This is an optimization exercise on Yosys and OpenROAD, whose aim is small area and a short achievable clock period, not a production implementation. Only simulation tests tie the RTL to the original design; equivalence was not proved. Power figures rest on the tool's default switching activity, not on a simulated workload.

`flow/design.v`:
```
`default_nettype none
package cdq_pkg;
   localparam int DEPTH     = 32;
   localparam int WORD_BITS = 32;
   localparam int PTR_BITS  = 5;
   localparam logic [2:0] OP_PUSH_REAR  = 3'd0;
   localparam logic [2:0] OP_PUSH_FRONT = 3'd1;
   localparam logic [2:0] OP_POP_REAR   = 3'd2;
   localparam logic [2:0] OP_POP_FRONT  = 3'd3;
   localparam logic [2:0] OP_CLEAR      = 3'd4;
   localparam logic [1:0] ST_DONE  = 2'd0;
   localparam logic [1:0] ST_FULL  = 2'd1;
   localparam logic [1:0] ST_EMPTY = 2'd2;
   typedef logic signed [WORD_BITS-1:0] word_type;
   typedef struct packed {
      logic [2:0] opcode;
      word_type   value_in;
   } req_payload_type;
   typedef struct packed {
      word_type   value_out;
      logic [1:0] status;
      logic       now_empty;
      logic       now_full;
   } rsp_payload_type;
endpackage : cdq_pkg
`default_nettype wire
`default_nettype none
module cdq_cell (
   input  wire logic               clock,
   input  wire logic               write,
   input  wire cdq_pkg::word_type  push_word,
   output cdq_pkg::word_type       data
);
   cdq_pkg::word_type data_ff;
   always_ff @(posedge clock) begin
      if (write) begin
         data_ff <= push_word;
      end
   end
   assign data = data_ff;
endmodule
`default_nettype wire
`default_nettype none
module circular_deque_top (
   input  wire logic                     clock,
   input  wire logic                     reset,
   input  wire logic                     req_valid,
   output logic                          req_ready,
   input  wire logic [34:0]              req_payload,
   output logic                          rsp_valid,
   input  wire logic                     rsp_ready,
   output logic [35:0]                   rsp_payload
);
   localparam int D = cdq_pkg::DEPTH;
   localparam int P = cdq_pkg::PTR_BITS;
   cdq_pkg::req_payload_type req_p;
   assign req_p = req_payload;
   logic [P-1:0]      head_ff, tail_ff;
   logic [P:0]        count_ff;
   logic              rsp_valid_ff;
   cdq_pkg::rsp_payload_type rsp_ff;
   logic              is_empty, is_full, is_one, is_almost_full;
   logic              accept;
   logic              op_push_rear, op_push_front, op_pop_rear, op_pop_front, op_clear;
   logic              do_push_rear, do_push_front, do_pop_rear, do_pop_front;
   logic [D-1:0]      head_oh, tail_oh, head_m1_oh, tail_m1_oh;
   logic [D-1:0]      write, sel;
   cdq_pkg::word_type slot_data [D];
   cdq_pkg::word_type popped;
   assign is_empty       = (count_ff == '0);
   assign is_full        = count_ff[P];
   assign is_one         = (count_ff == (P+1)'(1));
   assign is_almost_full = (count_ff == (P+1)'(D-1));
   assign req_ready = !rsp_valid_ff || rsp_ready;
   assign accept    = req_valid && req_ready;
   assign op_push_rear  = (req_p.opcode == cdq_pkg::OP_PUSH_REAR);
   assign op_push_front = (req_p.opcode == cdq_pkg::OP_PUSH_FRONT);
   assign op_pop_rear   = (req_p.opcode == cdq_pkg::OP_POP_REAR);
   assign op_pop_front  = (req_p.opcode == cdq_pkg::OP_POP_FRONT);
   assign op_clear      = (req_p.opcode == cdq_pkg::OP_CLEAR);
   assign do_push_rear  = accept && op_push_rear  && !is_full;
   assign do_push_front = accept && op_push_front && !is_full;
   assign do_pop_rear   = accept && op_pop_rear   && !is_empty;
   assign do_pop_front  = accept && op_pop_front  && !is_empty;
   always_comb begin
      for (int i = 0; i < D; i++) begin
         head_oh[i]    = (head_ff == P'(i));
         tail_oh[i]    = (tail_ff == P'(i));
         head_m1_oh[i] = (head_ff == P'((i + 1) % D));
         tail_m1_oh[i] = (tail_ff == P'((i + 1) % D));
      end
   end
   for (genvar i = 0; i < D; i++) begin : g_slot
      assign write[i] = !is_full && (tail_oh[i] || head_m1_oh[i]);
      cdq_cell u_cell (
         .clock     (clock),
         .write     (write[i]),
         .push_word (req_p.value_in),
         .data      (slot_data[i])
      );
   end
   always_ff @(posedge clock) begin
      if (reset) begin
         head_ff  <= '0;
         tail_ff  <= '0;
         count_ff <= '0;
      end else if (accept) begin
         if (op_clear) begin
            tail_ff  <= head_ff;
            count_ff <= '0;
         end
         if (do_push_rear) begin
            tail_ff  <= tail_ff + 1'b1;
            count_ff <= count_ff + 1'b1;
         end
         if (do_push_front) begin
            head_ff  <= head_ff - 1'b1;
            count_ff <= count_ff + 1'b1;
         end
         if (do_pop_rear) begin
            tail_ff  <= tail_ff - 1'b1;
            count_ff <= count_ff - 1'b1;
         end
         if (do_pop_front) begin
            head_ff  <= head_ff + 1'b1;
            count_ff <= count_ff - 1'b1;
         end
      end
   end
   always_comb begin
      popped = '0;
      for (int i = 0; i < D; i++) begin
         sel[i] = (op_pop_front && !is_empty && head_oh[i])
               || (op_pop_rear && !is_empty && tail_m1_oh[i]);
         popped = popped | (slot_data[i] & {cdq_pkg::WORD_BITS{sel[i]}});
      end
   end
   always_ff @(posedge clock) begin
      if (reset) begin
         rsp_valid_ff <= 1'b0;
      end else if (accept) begin
         rsp_valid_ff <= 1'b1;
      end else if (rsp_ready) begin
         rsp_valid_ff <= 1'b0;
      end
   end
   always_ff @(posedge clock) begin
      if (accept) begin
         rsp_ff.value_out <= popped;
         rsp_ff.status    <= cdq_pkg::ST_DONE;
         rsp_ff.now_empty <= is_empty;
         rsp_ff.now_full  <= is_full;
         if (op_push_rear || op_push_front) begin
            if (is_full) begin
               rsp_ff.status <= cdq_pkg::ST_FULL;
            end else begin
               rsp_ff.now_empty <= 1'b0;
               rsp_ff.now_full  <= is_almost_full;
            end
         end
         if (op_pop_rear || op_pop_front) begin
            if (is_empty) begin
               rsp_ff.status <= cdq_pkg::ST_EMPTY;
            end else begin
               rsp_ff.now_empty <= is_one;
               rsp_ff.now_full  <= 1'b0;
            end
         end
         if (op_clear) begin
            rsp_ff.now_empty <= 1'b1;
            rsp_ff.now_full  <= 1'b0;
         end
      end
   end
   assign rsp_valid   = rsp_valid_ff;
   assign rsp_payload = rsp_ff;
endmodule
`default_nettype wire
```
`flow/constraint.sdc`:
```
create_clock -name core_clock -period 4.2 [get_ports {clock}]
set_input_delay 0.8400 -clock core_clock [delete_from_list [all_inputs] [get_ports {clock}]]
set_output_delay 0.8400 -clock core_clock [all_outputs]
set_load 0.01 [all_outputs]
```
`flow/config.mk`:
```
export PLATFORM = sky130hd
export DESIGN_NAME = circular_deque_top
export DESIGN_NICKNAME = circular_deque_top
export VERILOG_FILES = /design/flow/design.v
export SDC_FILE = /design/flow/constraint.sdc
export NUM_CORES = 4
export LEC_CHECK = 0
export CAP_MARGIN = 20
export CORE_MARGIN = 2
export CORE_UTILIZATION = 55
export SETUP_SLACK_MARGIN = 2.0
export SLEW_MARGIN = 20
```
`flow/run.sh`:
```
#!/bin/bash
# synth_recipe.tcl (not shown) runs the flow's synth.tcl, then flattens the netlist and writes it again
# the make line also repeats each setting of config.mk as NAME=value (left out here)
make -C /OpenROAD-flow-scripts/flow DESIGN_CONFIG=/design/flow/config.mk WORK_HOME=/design/flow/orfs CLKGATE_MAP_FILE= SYNTH_SCRIPT=/design/flow/synth_recipe.tcl finish
```
==> results of run 1 <==
state kept, by name, summed over array words and instances, names as in the netlist:
name and cells:
tail_ff 5, g_slot.u_cell.data_ff 1024, rsp_valid_ff 1, count_ff 6, rsp_ff 36, head_ff 5
metrics by stage:
stage          setup slack, ps  instances  utilization (%)  hold WS (ps)
3_5_place_dp              18.0       3288             60.6           530
3_3_place_gp              92.1       3287             60.6           527
2_1_floorplan             1400       2259                -           493
5_1_grt                    912       3631             69.2           538
4_1_cts                    987       3614             68.7           513
6_report                   906       3633             69.2           520
cells by family after synthesis:
| group | count (synthesis) | share of synthesized area [%] |
|---|---|---|
| flip-flops | 1077 | 80.6 |
| AO/OA/AOI/OAI | 593 | 11.6 |
| XOR/XNOR | 5 | 0.110 |
| buffers and inverters | 162 | 1.62 |
| adder cells (fa/ha/maj) | 17 | 0.533 |
| multiplexers | 11 | 0.304 |
| AND/OR/NAND/NOR | 394 | 5.26 |
per-layer routing:
metal	global-route usage [%]	routed length, microns	vias up
met3	7.92	15800	294
met2	52.0	58400	1740
met1	51.1	50300	13000
met4	11.2	4790	0
met5	0	0	-
li1	-	-	10200
layout make-up:
class	count	area, sq um
repair buffers	367	3870
flip-flops and latches	1077	32200
fillers	4635	22100
inverters	17	70.1
well taps	950	1190
diodes	2	5.00
clock buffers	136	2830
multi-input cells	1026	8840
clock inverters	58	592
power by group through the flow:
stage	clock network, W	logic (W)	registers, W
floorplan	0	0.000290	0.0123
global placement	0	0.000740	0.0123
detailed placement	0	0.000754	0.0124
CTS	0.00939	0.000899	0.0121
global route	0.00980	0.000965	0.0121
finish	0.00933	0.000933	0.0121
synthesized netlist by cell type (all sizes together), types with 15 or more instances:
library cell     n  share of area, %
buf             34              0.42
and3            16              0.25
nand4           69               1.1
nor2            45              0.44
nand3           88               1.1
a222oi          39              0.98
a22oi          282               5.3
dfxtp           17              0.85
nor2b           15              0.24
a21oi           54              0.68
a22o            80               1.8
nand2           84              0.79
edfxtp        1060                80
ha              17              0.53
clkbuf         111               1.0
nor3            16              0.20
a221oi          85               1.9
inv             16              0.15
worst paths after layout:
kind | endpoint | slack (ps) | depth (start not counted)
max | rsp_ff[26]$_DFFE_PP_ | 910 | 10
min | tail_ff[0]$_SDFFE_PP0P_ | 520 | 1
max reg2reg | rsp_ff[26]$_DFFE_PP_ | 910 | 10
min reg2reg | tail_ff[0]$_SDFFE_PP0P_ | 520 | 1
repair_timing:
action | CTS | global route
setup buffers | 116 | 16
cloned | 16 | 1
pin swaps | 102 | 46
gates resized for setup | 325 | 85
hold buffers | 0 | 0
endpoints found under the setup margin | 1068 | 644
==> summary.txt, run 1 <==
Status
  • Status: timing/DRC/antenna clean

Logic synthesis
  • Flops & latches, synth: 1077
  • Fraction of registers with async set/reset: 0%
  • Post-Syn Instances: 2259
  • Synthesized area: 39900 sq um
  • Post-synth top flop: edfxtp_1
  • YS warnings: 3
  • EDFF count, synth: 1060
  • Synth Net Count: 2315
  • Syn Area/Cell: 17.7 sq um
  • Register area share after synthesis: 80.6%
  • Post-synthesis cell type count: 60

GRT
  • Vias in the first global route: 23900
  • Gr ovfl total: 0
  • First-pass GRT wire length: 180000 microns
  • Initial antenna violation count: 3
  • Total GRT Usage: 34.7%
  • Largest net degree at the start of global routing: 39

Routing
  • Post-Route WL: 129000 microns
  • Vias per cell: 6.96
  • DRC viols: 0
  • Iter 0 DRT Violations: 3902
  • Antenna-violating nets left: 0
  • Drt first pass iters: 6
  • WL/cell: 35.6 microns
  • Via Count: 25300

Die
  • Row count: 98
  • Initial cell density of the core: 55.7%
  • Die Height: 273 microns
  • Core ar.: 71700 sq um
  • Die width: 273 microns
  • I/O pin count: 77
  • Die area: 74800 sq um

Clock tree
  • # clock sinks: 1077
  • Clock Pin Slew Worst Setup and Hold Paths: 60 ps
  • CTS HTree Levels: 3
  • Clk buf depth: 3
  • CTS tree: done
  • Clock buffer count from CTS: 107
  • Root buf cell: clkbuf_16
  • Worst skew pair latency: 670 ps

Critical path
  • Kind of cell adding the most delay to the critical path: simple AND/OR/NAND/NOR gates
  • WS Path Type: reg2reg
  • Worst-path maximum fanout: 7
  • Crit path from: count_ff[2]$_SDFFE_PP0P_
  • RR Startpoint: count_ff[2]$_SDFFE_PP0P_
  • Cell Chain, Critical Path: or4_4 -> o21ai_4 -> buf_4 -> buf_12 -> a21oi_4 -> buf_12 -> buf_4 -> a22oi_1 -> nand4_1 -> or4_4
  • Crit. End Element: register
  • CP max-delay cell: or4_4
  • Data arrival time of the worst path: 3690 ps
  • Crit-path max cell delay: 630 ps
  • CP bufs+invs: 4
  • Setup crit start kind: register
  • Worst EP required: 4590 ps

STA
  • Achievable Freq: 0.304 GHz
  • RSZ-0062 raised after global routing: true
  • Worst slew pin tran: 1110 ps
  • Slew Viols, Final: 0
  • Layout Skew: 38.8 ps
  • Fin crit share: 78.4%
  • Post-route setup TNS: 0 ps
  • Hold Violations, Final: 0
  • Fin crit period: 3290 ps
  • Setup violators final: 0
  • Rel. slew slack: 26.0%

Final layout
  • Layout area overhead: 24.3%
  • Nets: 2652
  • Commonest non-fill, non-tap cell in the layout: edfxtp_1
  • Post-route cell area: 49600 sq um
  • Share of cells above drive strength 1: 27.4%
  • Commonest cells after routing, fill and taps aside: edfxtp_1 (1060), a22oi_1 (269), buf_4 (171)

Hold path
  • Hold path start: tail_ff[0]$_SDFFE_PP0P_
  • Min-Delay Path Class: reg2reg

Power and ir drop
  • Leak: 16.2 nW
  • P per Cell Area: 451 nW/um^2
  • Overall Power: 0.0224 W
  • Clk pwr share: 41.7%
  • Switch share: 20.9%
  • Internal power: 0.0177 W
  • P_sw: 0.00468 W
  • Seq pwr share: 54.2%
  • Max VDD drop: 411 uV
  • Gate power share: 4.2%

Placement
  • RePlAce Congestion: 0.915
  • PortBufs: 76
  • Dpl cell area: 43500 sq um
  • DP Wirelength: 70500 microns

Job
  • Max-cap viol count: 0
==> inputs of run 2 (changes only) <==
--- a/flow/design.v
+++ b/flow/design.v
@@ -56,7 +56,9 @@
    cdq_pkg::req_payload_type req_p;
    assign req_p = req_payload;
    logic [P-1:0]      head_ff, tail_ff;
-   logic [P:0]        count_ff;
+   logic [P:0]        count_ff, count_next;
+   logic [P-1:0]      head_next, tail_next;
+   logic              empty_ff, full_ff, one_ff, almost_full_ff;
    logic              rsp_valid_ff;
    cdq_pkg::rsp_payload_type rsp_ff;
    logic              is_empty, is_full, is_one, is_almost_full;
@@ -67,10 +69,10 @@
    logic [D-1:0]      write, sel;
    cdq_pkg::word_type slot_data [D];
    cdq_pkg::word_type popped;
-   assign is_empty       = (count_ff == '0);
-   assign is_full        = count_ff[P];
-   assign is_one         = (count_ff == (P+1)'(1));
-   assign is_almost_full = (count_ff == (P+1)'(D-1));
+   assign is_empty       = empty_ff;
+   assign is_full        = full_ff;
+   assign is_one         = one_ff;
+   assign is_almost_full = almost_full_ff;
    assign req_ready = !rsp_valid_ff || rsp_ready;
    assign accept    = req_valid && req_ready;
    assign op_push_rear  = (req_p.opcode == cdq_pkg::OP_PUSH_REAR);
@@ -99,32 +101,48 @@
          .data      (slot_data[i])
       );
    end
+   always_comb begin
+      head_next  = head_ff;
+      tail_next  = tail_ff;
+      count_next = count_ff;
+      if (op_clear) begin
+         tail_next  = head_ff;
+         count_next = '0;
+      end
+      if (do_push_rear) begin
+         tail_next  = tail_ff + 1'b1;
+         count_next = count_ff + 1'b1;
+      end
+      if (do_push_front) begin
+         head_next  = head_ff - 1'b1;
+         count_next = count_ff + 1'b1;
+      end
+      if (do_pop_rear) begin
+         tail_next  = tail_ff - 1'b1;
+         count_next = count_ff - 1'b1;
+      end
+      if (do_pop_front) begin
+         head_next  = head_ff + 1'b1;
+         count_next = count_ff - 1'b1;
+      end
+   end
    always_ff @(posedge clock) begin
       if (reset) begin
-         head_ff  <= '0;
-         tail_ff  <= '0;
-         count_ff <= '0;
+         head_ff        <= '0;
+         tail_ff        <= '0;
+         count_ff       <= '0;
+         empty_ff       <= 1'b1;
+         full_ff        <= 1'b0;
+         one_ff         <= 1'b0;
+         almost_full_ff <= 1'b0;
       end else if (accept) begin
-         if (op_clear) begin
-            tail_ff  <= head_ff;
-            count_ff <= '0;
-         end
-         if (do_push_rear) begin
-            tail_ff  <= tail_ff + 1'b1;
-            count_ff <= count_ff + 1'b1;
-         end
-         if (do_push_front) begin
-            head_ff  <= head_ff - 1'b1;
-            count_ff <= count_ff + 1'b1;
-         end
-         if (do_pop_rear) begin
-            tail_ff  <= tail_ff - 1'b1;
-            count_ff <= count_ff - 1'b1;
-         end
-         if (do_pop_front) begin
-            head_ff  <= head_ff + 1'b1;
-            count_ff <= count_ff - 1'b1;
-         end
+         head_ff        <= head_next;
+         tail_ff        <= tail_next;
+         count_ff       <= count_next;
+         empty_ff       <= (count_next == '0);
+         full_ff        <= (count_next == (P+1)'(D));
+         one_ff         <= (count_next == (P+1)'(1));
+         almost_full_ff <= (count_next == (P+1)'(D-1));
       end
    end
    always_comb begin
==> run 2 against run 1 <==
Against the previous run: synthesized area rose by 0.70%; still clean on timing, DRC and antenna; setup slack improved by 390 ps; clock power rose by 4.7%; clock skew fell by 16 ps; critical path depth did not move; die area rose by 0.69%; cell area rose by 3.3%; non-clock buffer count rose by 93; sequential cell count rose by 4; largest power group unchanged.
==> summary.txt, run 2 <==
Status
  • Status: timing/DRC/antenna clean (unchanged)

Final layout
  • Post-route cell area: 51300 sq um (was 49600 sq um)
  • Layout area overhead: 27.5% (was 24.3%)
  • Reg area: 32300 sq um (was 32200 sq um)
  • Area of the multi-input gates: 9110 sq um (was 8840 sq um)
  • Number of flip-flops under the largest register name: 1024 (unchanged)
  • Commonest non-fill, non-tap cell in the layout: edfxtp_1 (unchanged)
  • Fillers: 4453 (was 4635)
  • Most flop-heavy register: g_slot.u_cell.data_ff (unchanged)
  • Commonest cells after routing, fill and taps aside: edfxtp_1 (1060), a22oi_1 (301), buf_4 (225) (was edfxtp_1 (1060), a22oi_1 (269), buf_4 (171))
  • Nets: 2713 (was 2652)
  • Share of cells above drive strength 1: 31.0% (was 27.4%)
  • Regs by FF count: g_slot.u_cell.data_ff (1024), rsp_ff (36), count_ff (6) (unchanged)

Clock tree
  • Root buf cell: clkbuf_16 (unchanged)
  • Clock Pin Slew Worst Setup and Hold Paths: 60 ps (about the same)
  • # clock sinks: 1081 (was 1077)
  • Clock buffer count from CTS: 107 (unchanged)
  • Worst skew pair latency: 680 ps (was 670 ps)
  • Clk buf depth: 3 (unchanged)
  • CTS hold repair buffers: 0 (unchanged)
  • CTS HTree Levels: 3 (unchanged)
  • CTS tree: done (unchanged)

GRT
  • Vias in the first global route: 25100 (was 23900)
  • Largest net degree at the start of global routing: 33 (was 39)
  • Gr ovfl total: 0 (unchanged)
  • First-pass GRT wire length: 197000 microns (was 180000 microns)
  • Initial antenna violation count: 2 (was 3)
  • Total GRT Usage: 38.3% (was 34.7%)

Hold path
  • Hold Crit Depth: 2 (was 1)
  • Hold EP: almost_full_ff$_SDFFE_PP0P_ (was tail_ff[0]$_SDFFE_PP0P_)
  • Hold path start: almost_full_ff$_SDFFE_PP0P_ (was tail_ff[0]$_SDFFE_PP0P_)
  • Min-Delay Path Class: reg2reg (unchanged)

Critical path
  • Worst EP required: 4610 ps (was 4590 ps)
  • Worst reg2reg setup slack: 1300 ps (was 910 ps)
  • WS Path Type: reg2reg (unchanged)
  • R2R depth: 10 (unchanged)
  • RR Startpoint: tail_ff[0]$_SDFFE_PP0P_ (was count_ff[2]$_SDFFE_PP0P_)
  • Setup crit start kind: register (unchanged)
  • Crit. End Element: register (unchanged)
  • Critical R2R Capture: rsp_ff[26]$_DFFE_PP_ (unchanged)
  • Data arrival time of the worst path: 3310 ps (was 3690 ps)
  • Worst-path maximum fanout: 8 (was 7)

Die
  • Die area: 75300 sq um (was 74800 sq um)
  • Core ar.: 72700 sq um (was 71700 sq um)
  • Initial cell density of the core: 55.3% (was 55.7%)
  • Die width: 274 microns (was 273 microns)
  • Row count: 99 (was 98)
  • Die Height: 274 microns (was 273 microns)
  • I/O pin count: 77 (unchanged)

Logic synthesis
  • Post-synth top flop: edfxtp_1 (unchanged)
  • Syn Area/Cell: 18.0 sq um (was 17.7 sq um)
  • Flops & latches, synth: 1081 (was 1077)
  • Register area share after synthesis: 80.2% (was 80.6%)
  • Synth top cells by count: edfxtp_1 (1060), a22oi_1 (324), a221oi_1 (101) (was edfxtp_1 (1060), a22oi_1 (282), clkbuf_1 (111))
  • Leading area contributor after synthesis: edfxtp_1 (unchanged)
  • Synth Net Count: 2283 (was 2315)
  • Post-Syn Instances: 2228 (was 2259)
  • Fraction of registers with async set/reset: 0% (unchanged)
  • Share of the synthesized area in the top cell type: 79.2% (was 79.7%)
  • Post-synthesis cell type count: 69 (was 60)
  • EDFF count, synth: 1060 (unchanged)
  • Synth area leaders: edfxtp_1 (79%), a22oi_1 (6.1%), a221oi_1 (2.2%), a22o_1 (2.2%), nand3_1 (1.1%) (was edfxtp_1 (80%), a22oi_1 (5.3%), a221oi_1 (1.9%), a22o_1 (1.8%), nand3_1 (1.1%))
  • YS warnings: 3 (unchanged)
  • Synthesized area: 40200 sq um (was 39900 sq um)
  • Most numerous cell in the Yosys netlist: edfxtp_1 (unchanged)

Power and ir drop
  • Overall Power: 0.0228 W (was 0.0224 W)
  • Max VDD drop: 398 uV (was 411 uV)
  • Leak: 17.0 nW (was 16.2 nW)
  • P per Cell Area: 444 nW/um^2 (was 451 nW/um^2)

STA
  • Slew Viols, Final: 0 (unchanged)
  • Rel. slew slack: 28.6% (was 26.0%)
  • Setup violators final: 0 (unchanged)
  • RSZ-0062 raised after global routing: true (unchanged)
  • Worst slew pin tran: 1070 ps (was 1110 ps)
  • Fin crit share: 69.1% (was 78.4%)
  • Achievable Freq: 0.345 GHz (was 0.304 GHz)
  • Fin crit period: 2900 ps (was 3290 ps)
  • Post-route setup TNS: 0 ps (unchanged)
  • Hold Violations, Final: 0 (unchanged)
  • Layout Skew: 22.5 ps (was 38.8 ps)

Routing
  • Drt first pass iters: 5 (was 6)
  • DRC viols: 0 (unchanged)
  • Via Count: 26500 (was 25300)
  • Post-Route WL: 144000 microns (was 129000 microns)
  • WL/cell: 39.0 microns (was 35.6 microns)
  • Iter 0 DRT Violations: 4433 (was 3902)
  • Antenna-violating nets left: 0 (unchanged)
  • Vias per cell: 7.15 (was 6.96)

Job
  • Max-cap viol count: 0 (unchanged)

Placement
  • RePlAce Congestion: 0.844 (was 0.915)
  • PortBufs: 76 (unchanged)
  • Dpl cell area: 44200 sq um (was 43500 sq um)
  • DP Wirelength: 75800 microns (was 70500 microns)
==> run 2: report_power, final <==
group | internal [W] | leakage, nW | switching, W | total (W)
Sequential | 0.0121 | 9.84 | 0.0000952 | 0.0122
Clock | 0.00571 | 1.75 | 0.00405 | 0.00977
Combinational | 0.000251 | 5.42 | 0.000588 | 0.000839
==> run 2: how the worst max path moves through the flow <==
stage | from | endpoint | slack, ps | cells past startpoint
after floorplan | req_payload[32] | rsp_ff[29]$_DFFE_PP_ | 1450 | 9
after global placement | req_payload[32] | rsp_ff[17]$_DFFE_PP_ | 50 | 8
after detailed placement | req_payload[32] | rsp_ff[17]$_DFFE_PP_ | 2 | 8
after CTS | tail_ff[0]$_SDFFE_PP0P_ | rsp_ff[26]$_DFFE_PP_ | 1370 | 10
after global routing | tail_ff[0]$_SDFFE_PP0P_ | rsp_ff[20]$_DFFE_PP_ | 1280 | 9
final | tail_ff[0]$_SDFFE_PP0P_ | rsp_ff[26]$_DFFE_PP_ | 1300 | 10
==> run 2: final cells by class <==
class / instances / share of cell area [%]
Tap cell: 959 / 2.34
Multi-Input combinational cell: 992 / 17.8
Timing Repair Buffer: 460 / 9.79
Antenna cell: 2 / 0.00976
Clock inverter: 72 / 1.62
Sequential cell: 1081 / 63.0
Clock buffer: 121 / 5.33
Inverter: 16 / 0.129
==> run 2: critical path: stages (launching register included) <==
cell and delay, ps:
dfxtp_4 380, clkinvlp_4 140, ha_4 200, or4bb_4 210, buf_12 150, o32ai_4 210
buf_6 210, a22o_1 200, a221oi_2 240, nand3_1 140, or4_4 550
==> run 2: logic make-up after synthesis <==
group / synth area share (%)
AND/OR/NAND/NOR: 4.85
AO/OA/AOI/OAI: 12.6
buffers and inverters: 1.72
flip-flops: 80.2
XOR/XNOR: 0.0872
adder cells (fa/ha/maj): 0.498
==> run 2: timing repair <==
action | in CTS | in global routing
buffers inserted | 194 | 29
endpoints found under the setup margin | 1148 | 386
gates resized for setup | 298 | 81
endpoints found under the hold margin | 0 | 0
gates cloned | 7 | 5
pin swaps | 102 | 52
==> run 2: per-stage QoR <==
step	setup slack, ps	util, %	std cells	hold slack (ps)
3_3_place_gp	49.2	60.7	3270	496
6_report	1300	70.5	3703	518
2_1_floorplan	1450	-	2228	459
4_1_cts	1370	69.6	3665	509
3_5_place_dp	2.31	60.8	3271	496
5_1_grt	1280	70.5	3701	545
==> run 2: layer usage <==
layer	vias up	GRT usage [%]	wire [microns]
li1	10400	-	-
met1	13500	52.7	51900
met2	2162	60.1	66200
met3	437	7.65	18300
met4	2	16.6	7910
met5	-	0	10

==> afterwards: timing with drivers on the ports <==
Ports are ideal in the flow. The routed layouts listed here were re-timed in OpenROAD. Step 1: set_driving_cell puts a clkbuf_16 on clock and a buf_2 on each other input, an assumption about the parent block. Step 2 moves the port delays by t, midway between the first and last clock arrival at a register: inputs arrive t later, outputs are due t later. That takes back most of the time a late clock gives input paths. Three values: ideal, step 1, step 2; two values: the first two.
| run | t, ns | setup slack, ns | slew at the worst register clock pin (ns) |
|---|---|---|---|
| run 1 | 0.718 | 0.906 / 0.906 / 0.582 | 0.07 / 0.07 |
| run 2 | 0.740 | 1.300 / 1.300 / 0.774 | 0.07 / 0.07 |
After both steps setup and hold are still met in every run listed. For run 2, which loses most, drivers alone change the setup slack by 0.000 ns; drivers and shift together by -0.526 ns.
